Background: an optimization exercise with open tools, aiming at small area. Do not read the settings as production practice.
Only simulation tests tie the RTL to the original design; equivalence was not proved.
Power is estimated from default activity; no workload was simulated.

job 7193:
==> flow/design.v <==
`timescale 1ns/1ps
module fsmc_regs_top (
    input  logic                      clk,
    input  logic                      rst_n,
    input  logic                      nadv,
    input  logic                      nwe,
    input  logic                      noe,
    input  logic [18-1:0] ad_bus,
    output logic [18-1:0] ad_drive,
    output logic                      ad_drive_en
);
    localparam int dw    = 16;
    localparam int len   = 7;        
    localparam int rings = 10;
    logic          nadv_s, nwe_s;    
    logic [3:0]    noe_hist;         
    logic          en_q;
    logic [2:0]    phase;            
    logic          fb, last;
    logic          clr;              
    logic [5:0]    addr_q;           
    logic [5:0]    waddr_q;          
    logic [dw-1:0] wdata_q;          
    logic          wpend;
    logic [dw-1:0] rdata_q;
    logic          wr_end;
    logic          wsel;             
    logic [rings-1:0] we;            
    logic [dw-1:0] tap [rings];
    logic [dw-1:0] head [rings];     
    logic [dw-1:0] rword;
    logic [rings-1:0] rsel;
    logic [2:0]    phase_p;          
    logic          en_d, ok, hold;
    always_ff @(posedge clk or negedge rst_n) begin
        if (!rst_n) begin
            nadv_s   <= 1'b1;
            nwe_s    <= 1'b1;
            noe_hist <= '0;
            en_q     <= 1'b0;
        end else begin
            nadv_s   <= nadv;
            nwe_s    <= nwe;
            noe_hist <= {noe_hist[2:0], ~noe};
            en_q     <= en_d;
        end
    end
    always_ff @(posedge clk) begin
        if (!nadv)
            addr_q <= {ad_bus[17:16], ad_bus[3:0]};
    end
    fsmc_xnor2 ph_fb   (.a (phase[2]), .b (phase[1]), .y (fb));
    fsmc_nor3b ph_last (.a (phase[1]), .b (phase[0]), .c_n (phase[2]), .y (last));
    always_ff @(posedge clk or negedge rst_n) begin
        if (!rst_n) begin
            phase <= '0;
            clr   <= 1'b1;
        end else begin
            phase <= {phase[1:0], fb};
            if (last)
                clr <= 1'b0;
        end
    end
    assign wr_end = nwe && !nwe_s;
    fsmc_write_sel write_sel_i (
        .k     (waddr_q),
        .ph    (phase),
        .wpend (wpend),
        .clr   (clr),
        .wsel  (wsel),
        .we    (we)
    );
    always_ff @(posedge clk) begin
        if (wr_end)
            waddr_q <= addr_q;
    end
    always_ff @(posedge clk or negedge rst_n) begin
        if (!rst_n) begin
            wdata_q <= '0;    
            wpend   <= 1'b0;
        end else begin
            if (wr_end)
                wdata_q <= ad_bus[dw-1:0];
            wpend <= wr_end || (wpend && !wsel);
        end
    end
    for (genvar r = 0; r < rings; r++) begin : g_ring
        localparam int n = (r == rings - 1) ? 1 : len;
        logic [n*dw-1:0] q;
        assign tap[r]  = we[r] ? wdata_q : q[n*dw-1 -: dw];
        assign head[r] = q[dw-1:0];
        always_ff @(posedge clk) begin
            if (n == 1)
                q <= tap[r];
            else
                q <= {q[n*dw-dw-1:0], tap[r]};
        end
    end
    fsmc_xnor2 ph_prev (.a (phase[0]), .b (phase[2]), .y (phase_p[2]));
    assign phase_p[1:0] = phase[2:1];
    assign en_d = |noe_hist[3:1];
    assign ok   = !(en_d && !nadv_s);
    fsmc_read_sel read_sel_i (
        .k    (addr_q),
        .ph   (phase_p),
        .ok   (ok),
        .hold (hold),
        .sel  (rsel)
    );
    fsmc_word_mux word_mux_i (
        .sel   (rsel),
        .words ({head[9], head[8], head[7], head[6], head[5], head[4], head[3], head[2], head[1], head[0]}),
        .hold  (hold),
        .held  (rdata_q),
        .word  (rword)
    );
    always_ff @(posedge clk) begin
        rdata_q <= rword;
    end
    assign ad_drive    = {2'b00, rdata_q};
    assign ad_drive_en = en_q;
endmodule
module fsmc_tap_hit (
    input  logic [5:0] k,
    input  logic [2:0] ph,
    output logic       hit,
    output logic       lo7,
    output logic       hi7
);
    logic [2:0] pos, x;
    logic       eq, k63;
    fsmc_and3 a_lo (.a (k[0]), .b (k[1]), .c (k[2]), .y (lo7));
    fsmc_and3 a_hi (.a (k[3]), .b (k[4]), .c (k[5]), .y (hi7));
    for (genvar i = 0; i < 3; i++) begin : g_b
        fsmc_mux2  m (.s (lo7), .a0 (k[i]), .a1 (k[3+i]), .y (pos[i]));
        fsmc_xnor2 e (.a (ph[i]), .b (pos[i]), .y (x[i]));
    end
    fsmc_and3 a_eq  (.a (x[0]), .b (x[1]), .c (x[2]), .y (eq));
    fsmc_and2 a_63  (.a (lo7), .b (hi7), .y (k63));
    fsmc_or2  o_hit (.a (eq), .b (k63), .y (hit));
endmodule
module fsmc_read_sel (
    input  logic [5:0] k,
    input  logic [2:0] ph,
    input  logic       ok,
    output logic       hold,
    output logic [9:0] sel
);
    logic       hit, lo7, hi7, cap, nlo7, lo7x;
    logic [2:0] hn;
    fsmc_tap_hit th (.k (k), .ph (ph), .hit (hit), .lo7 (lo7), .hi7 (hi7));
    fsmc_and2  a_cap  (.a (hit), .b (ok), .y (cap));
    fsmc_nand2 n_hold (.a (hit), .b (ok), .y (hold));
    fsmc_nand3 n_lo7  (.a (k[0]), .b (k[1]), .c (k[2]), .y (nlo7));
    fsmc_nand2 n_lo7x (.a (nlo7), .b (cap), .y (lo7x));    
    for (genvar i = 0; i < 3; i++) begin : g_n
        fsmc_inv n (.a (k[3+i]), .y (hn[i]));
    end
    for (genvar r = 0; r < 8; r++) begin : g_r
        fsmc_nor4 d (
            .a (lo7x),
            .b (r[0] ? hn[0] : k[3]),
            .c (r[1] ? hn[1] : k[4]),
            .d (r[2] ? hn[2] : k[5]),
            .y (sel[r])
        );
    end
    fsmc_and3b a8 (.a_n (hi7), .b (lo7), .c (cap), .y (sel[8]));
    fsmc_and3  a9 (.a (hi7), .b (lo7), .c (cap), .y (sel[9]));
endmodule
module fsmc_write_sel (
    input  logic [5:0] k,
    input  logic [2:0] ph,
    input  logic       wpend,
    input  logic       clr,
    output logic       wsel,
    output logic [9:0] we
);
    logic       hit, lo7, hi7, g, g8, g9;
    logic [2:0] hn;
    fsmc_tap_hit th (.k (k), .ph (ph), .hit (hit), .lo7 (lo7), .hi7 (hi7));
    fsmc_and2  a_w (.a (wpend), .b (hit), .y (wsel));
    fsmc_and2b a_g (.a_n (lo7), .b (wsel), .y (g));
    for (genvar i = 0; i < 3; i++) begin : g_n
        fsmc_inv n (.a (k[3+i]), .y (hn[i]));
    end
    for (genvar r = 0; r < 8; r++) begin : g_r
        fsmc_a41o d (
            .a1 (g),
            .a2 (r[0] ? k[3] : hn[0]),
            .a3 (r[1] ? k[4] : hn[1]),
            .a4 (r[2] ? k[5] : hn[2]),
            .b1 (clr),
            .x  (we[r])
        );
    end
    fsmc_and3b a_8 (.a_n (hi7), .b (lo7), .c (wsel), .y (g8));
    fsmc_or2   o_8 (.a (g8), .b (clr), .y (we[8]));
    fsmc_a31o  o_9 (.a1 (wsel), .a2 (lo7), .a3 (hi7), .b1 (clr), .x (we[9]));
endmodule
module fsmc_inv   (input logic a, output logic y); assign y = !a; endmodule
module fsmc_and2  (input logic a, b, output logic y); assign y = a && b; endmodule
module fsmc_nand2 (input logic a, b, output logic y); assign y = !(a && b); endmodule
module fsmc_nand3 (input logic a, b, c, output logic y); assign y = !(a && b && c); endmodule
module fsmc_nand4 (input logic a, b, c, d, output logic y); assign y = !(a && b && c && d); endmodule
module fsmc_and2b (input logic a_n, b, output logic y); assign y = !a_n && b; endmodule
module fsmc_or2   (input logic a, b, output logic y); assign y = a || b; endmodule
module fsmc_and3  (input logic a, b, c, output logic y); assign y = a && b && c; endmodule
module fsmc_and3b (input logic a_n, b, c, output logic y); assign y = !a_n && b && c; endmodule
module fsmc_nor4  (input logic a, b, c, d, output logic y); assign y = !(a || b || c || d); endmodule
module fsmc_xnor2 (input logic a, b, output logic y); assign y = a == b; endmodule
module fsmc_nor3b (input logic a, b, c_n, output logic y); assign y = !a && !b && c_n; endmodule
module fsmc_mux2  (input logic s, a0, a1, output logic y); assign y = s ? a1 : a0; endmodule
module fsmc_a41o  (input logic a1, a2, a3, a4, b1, output logic x); assign x = (a1 && a2 && a3 && a4) || b1; endmodule
module fsmc_a31o  (input logic a1, a2, a3, b1, output logic x); assign x = (a1 && a2 && a3) || b1; endmodule
module fsmc_word_mux (
    input  logic [9:0]       sel,
    input  logic [10*16-1:0] words,
    input  logic             hold,
    input  logic [15:0]      held,
    output logic [15:0]      word
);
    for (genvar i = 0; i < 16; i++) begin : g_bit
        logic [3:0] g;
        for (genvar j = 0; j < 3; j++) begin : g_grp
            fsmc_aoi222 aoi (
                .a1 (sel[3*j]),   .a2 (words[(3*j)*16 + i]),
                .b1 (sel[3*j+1]), .b2 (words[(3*j+1)*16 + i]),
                .c1 (sel[3*j+2]), .c2 (words[(3*j+2)*16 + i]),
                .y  (g[j])
            );
        end
        fsmc_aoi22 aoi_h (
            .a1 (sel[9]), .a2 (words[9*16 + i]),
            .b1 (hold),   .b2 (held[i]),
            .y  (g[3])
        );
        fsmc_nand4 fin (.a (g[0]), .b (g[1]), .c (g[2]), .d (g[3]), .y (word[i]));
    end
endmodule
module fsmc_aoi222 (
    input  logic a1, a2, b1, b2, c1, c2,
    output logic y
);
    assign y = !((a1 && a2) || (b1 && b2) || (c1 && c2));
endmodule
module fsmc_aoi22 (
    input  logic a1, a2, b1, b2,
    output logic y
);
    assign y = !((a1 && a2) || (b1 && b2));
endmodule
==> flow/config.mk <==
export PLATFORM = sky130hd
export DESIGN_NAME = fsmc_regs_top
export DESIGN_NICKNAME = fsmc_regs_top
export VERILOG_FILES = /design/flow/design.v
export SDC_FILE = /design/flow/constraint.sdc
export NUM_CORES = 4
export LEC_CHECK = 0
export CAP_MARGIN = 20
export CORE_MARGIN = 2
export CORE_UTILIZATION = 75
export SLEW_MARGIN = 20
export SYNTH_HIERARCHICAL = 1
==> flow/constraint.sdc <==
create_clock -name core_clock -period 5.0 [get_ports {clk}]
set_input_delay 1.0000 -clock core_clock [delete_from_list [all_inputs] [get_ports {clk}]]
set_output_delay 1.0000 -clock core_clock [all_outputs]
set_load 0.01 [all_outputs]
standard.sh (not shown) runs the stock make flow with config.mk's settings and CLKGATE_MAP_FILE= SYNTH_SCRIPT=/design/flow/synth_recipe.tcl, a recipe that flattens the netlist after the stock synthesis.
==> flow/flow/run.sh <==
#!/bin/bash
# The standard layout (standard.sh) with three changes:
#  - synthesis and repair may use only drive strength 1 logic cells (buffers, inverters,
#    flip-flops and clock cells are not restricted): extra_dont_use.txt is added to the
#    platform's don't-use list
#  - ports are buffered with buf_1
#  - clock tree: clkbuf_8 leaf clusters of up to 21 sinks within 80 um, no dummy loads
set -euo pipefail
PLAT=$(make -s -C "$FLOW_HOME" DESIGN_CONFIG="$FLOW_CONFIG" WORK_HOME="$PWD/orfs" print-DONT_USE_CELLS 2>/dev/null | sed -n 's/^DONT_USE_CELLS: //p')
export DU="$PLAT $(cat flow/extra_dont_use.txt)"
export BUFFER_PORTS_ARGS="-buffer_cell sky130_fd_sc_hd__buf_1"
export CTS_ARGS="-sink_clustering_enable -repair_clock_nets -sink_clustering_size 21 -sink_clustering_max_diameter 80 -buf_list sky130_fd_sc_hd__clkbuf_8 -dont_use_dummy_load"
sed 's|"\${@:-finish}"|"DONT_USE_CELLS=$DU" "${@:-finish}"|' standard.sh > standard_du.sh
grep -q 'DONT_USE_CELLS=\$DU' standard_du.sh
echo "$DU" > dont_use.log
bash standard_du.sh > standard.log 2>&1
Other scripts of this flow, unchanged in this note and not shown: flow/flow/extra_dont_use.txt
Job 7193 closes out successfully: all stages finished, all timing, DRC and antenna checks passed.
The inputs of job 3607 differ from those of job 7193 as listed below.
# job 7193
export LEC_CHECK = 0
export CAP_MARGIN = 20
export CORE_MARGIN = 2
export CORE_UTILIZATION = 75
export SLEW_MARGIN = 20
export SYNTH_HIERARCHICAL = 1
create_clock -name core_clock -period 5.0 [get_ports {clk}]
# job 3607
export LEC_CHECK = 0
export CAP_MARGIN = 20
export CORE_MARGIN = 2
export CORE_UTILIZATION = 78
export SLEW_MARGIN = 20
export SYNTH_HIERARCHICAL = 1
create_clock -name core_clock -period 5.0 [get_ports {clk}]
--- a/flow/flow/run.sh
+++ b/flow/flow/run.sh
@@ -5,10 +5,10 @@
 #    platform's don't-use list
 #  - ports are buffered with buf_1
-#  - clock tree: clkbuf_8 leaf clusters of up to 21 sinks within 80 um, no dummy loads
+#  - clock tree: clkbuf_8 leaf clusters of up to 20 sinks within 100 um, no dummy loads
 set -euo pipefail
 PLAT=$(make -s -C "$FLOW_HOME" DESIGN_CONFIG="$FLOW_CONFIG" WORK_HOME="$PWD/orfs" print-DONT_USE_CELLS 2>/dev/null | sed -n 's/^DONT_USE_CELLS: //p')
 export DU="$PLAT $(cat flow/extra_dont_use.txt)"
 export BUFFER_PORTS_ARGS="-buffer_cell sky130_fd_sc_hd__buf_1"
-export CTS_ARGS="-sink_clustering_enable -repair_clock_nets -sink_clustering_size 21 -sink_clustering_max_diameter 80 -buf_list sky130_fd_sc_hd__clkbuf_8 -dont_use_dummy_load"
+export CTS_ARGS="-sink_clustering_enable -repair_clock_nets -sink_clustering_size 20 -sink_clustering_max_diameter 100 -buf_list sky130_fd_sc_hd__clkbuf_8 -dont_use_dummy_load"
 sed 's|"\${@:-finish}"|"DONT_USE_CELLS=$DU" "${@:-finish}"|' standard.sh > standard_du.sh
 grep -q 'DONT_USE_CELLS=\$DU' standard_du.sh
==> run summary <==
- Compared with job 7193, in job 3607 clock-pin transition on the worst setup and hold timing paths closely matched the old numbers; clock power moved up; core utilization saw an increase; pre-CTS setup slack lost 0.079 ns; global-route wire length before repair up 6.8%.
- Re DRC violation total after the first TritonRoute iteration: job 3607 is 10 up on job 7193.
- First element of the critical path = waddr_q[2]: job 7193; first element of the critical path = waddr_q[1]: job 3607
Changes in job 5229 relative to job 3607:
# job 3607
export LEC_CHECK = 0
export CAP_MARGIN = 20
export CORE_MARGIN = 2
export CORE_UTILIZATION = 78
export SLEW_MARGIN = 20
export SYNTH_HIERARCHICAL = 1
create_clock -name core_clock -period 5.0 [get_ports {clk}]
# job 5229
export LEC_CHECK = 0
export CAP_MARGIN = 20
export CORE_MARGIN = 2
export CORE_UTILIZATION = 75
export SLEW_MARGIN = 20
export SYNTH_HIERARCHICAL = 1
create_clock -name core_clock -period 5.0 [get_ports {clk}]
Notes after the runs:
Summary of job 5229 over job 3607: total length of routed met2 wires went down by 2600 µm; via count decreased 40; global-route track usage on met3 has increased. Of job 5229 and job 3607, the run reporting the lower fraction of met2 tracks used by global routing was job 5229. Die area on job 5229 is behind job 3607. Max shortest clock period the worst path allows after layout across job 5229 and job 3607: job 3607. On register-to-register slack, job 5229 does better than job 3607.
Input-level comparison between job 7328 and job 5229:
--- a/flow/flow/run.sh
+++ b/flow/flow/run.sh
@@ -5,10 +5,10 @@
 #    platform's don't-use list
 #  - ports are buffered with buf_1
-#  - clock tree: clkbuf_8 leaf clusters of up to 20 sinks within 100 um, no dummy loads
+#  - clock tree: clkbuf_8 leaf clusters of up to 21 sinks within 80 um, no dummy loads
 set -euo pipefail
 PLAT=$(make -s -C "$FLOW_HOME" DESIGN_CONFIG="$FLOW_CONFIG" WORK_HOME="$PWD/orfs" print-DONT_USE_CELLS 2>/dev/null | sed -n 's/^DONT_USE_CELLS: //p')
 export DU="$PLAT $(cat flow/extra_dont_use.txt)"
 export BUFFER_PORTS_ARGS="-buffer_cell sky130_fd_sc_hd__buf_1"
-export CTS_ARGS="-sink_clustering_enable -repair_clock_nets -sink_clustering_size 20 -sink_clustering_max_diameter 100 -buf_list sky130_fd_sc_hd__clkbuf_8 -dont_use_dummy_load"
+export CTS_ARGS="-sink_clustering_enable -repair_clock_nets -sink_clustering_size 21 -sink_clustering_max_diameter 60 -buf_list sky130_fd_sc_hd__clkbuf_8 -dont_use_dummy_load"
 sed 's|"\${@:-finish}"|"DONT_USE_CELLS=$DU" "${@:-finish}"|' standard.sh > standard_du.sh
 grep -q 'DONT_USE_CELLS=\$DU' standard_du.sh
[summary]
Job 7328 -> job 5229: flip-flop and latch count delta 0, exact match. | number of global-route vias before repair | job 5229 vs job 7328 | ≈ equal |. Job 7328 — share of the clock period used by the worst path 0.44 points lower, job 5229 as reference. Job 7328 ends up with a met3 wire length that is 1.8% higher than in job 5229.
### job 7328 -> job 2535
--- a/flow/flow/run.sh
+++ b/flow/flow/run.sh
@@ -10,5 +10,5 @@
 export DU="$PLAT $(cat flow/extra_dont_use.txt)"
 export BUFFER_PORTS_ARGS="-buffer_cell sky130_fd_sc_hd__buf_1"
-export CTS_ARGS="-sink_clustering_enable -repair_clock_nets -sink_clustering_size 21 -sink_clustering_max_diameter 60 -buf_list sky130_fd_sc_hd__clkbuf_8 -dont_use_dummy_load"
+export CTS_ARGS="-sink_clustering_enable -repair_clock_nets -sink_clustering_size 20 -sink_clustering_max_diameter 100 -buf_list sky130_fd_sc_hd__clkbuf_8 -dont_use_dummy_load"
 sed 's|"\${@:-finish}"|"DONT_USE_CELLS=$DU" "${@:-finish}"|' standard.sh > standard_du.sh
 grep -q 'DONT_USE_CELLS=\$DU' standard_du.sh
Findings:
When the final numbers for job 2535 and job 7328 were put side by side, the final worst hold slack turned out to be smaller in job 7328. Compared to job 7328, job 2535 has final worst-path cycle share 0.44 points higher. Minimum clock period after layout on job 2535 is up relative to job 7328. Routed wire length: job 2535 vs job 7328 down about 0.9%. Setup slack: job 2535 less than job 7328. The run showing the greater signal arrival time at the worst endpoint is job 2535. Job 2535 ends up with higher first-pass detailed-route iteration total than job 7328 does. The total power consumption of the routed design was comparable across job 2535 and job 7328. Status: post-layout instance area parity (job 2535, job 7328). Any difference in fraction of area in registers between job 2535 and job 7328 is small enough to ignore.

[re-timing with driven ports]
In the flow no input, the clock included, has a driving cell. The finished layouts below were timed again as built, in two steps.
Step 1, drivers: a clkbuf_16 drives clk and a buf_2 each remaining input, both assumed.
Step 2 times the ports against the registers' clock, not the clock port: input delays grow and output delays shrink by t, the midpoint of the rising clock arrivals with the driver on.
Slacks: ideal ports / drivers / drivers and shift; pairs: ideal ports / drivers.
| run | shift t [ns] | setup slack, ns | worst hold slack (ns) | worst data-port slew with drivers (ns) |
|---|---|---|---|---|
| job 7193 | 0.697 | 1.374 / 1.375 / 1.375 | 0.281 / 0.281 / 0.281 | 0.04 |
| job 3607 | 0.681 | 1.287 / 1.287 / 1.287 | 0.320 / 0.320 / 0.320 | 0.04 |
| job 5229 | 0.712 | 1.378 / 1.378 / 1.378 | 0.310 / 0.310 / 0.310 | 0.04 |
| job 7328 | 0.696 | 1.400 / 1.400 / 1.400 | 0.285 / 0.285 / 0.285 | 0.04 |
| job 2535 | 0.712 | 1.378 / 1.378 / 1.378 | 0.310 / 0.310 / 0.310 | 0.04 |
After both steps setup and hold are still met in every run listed.
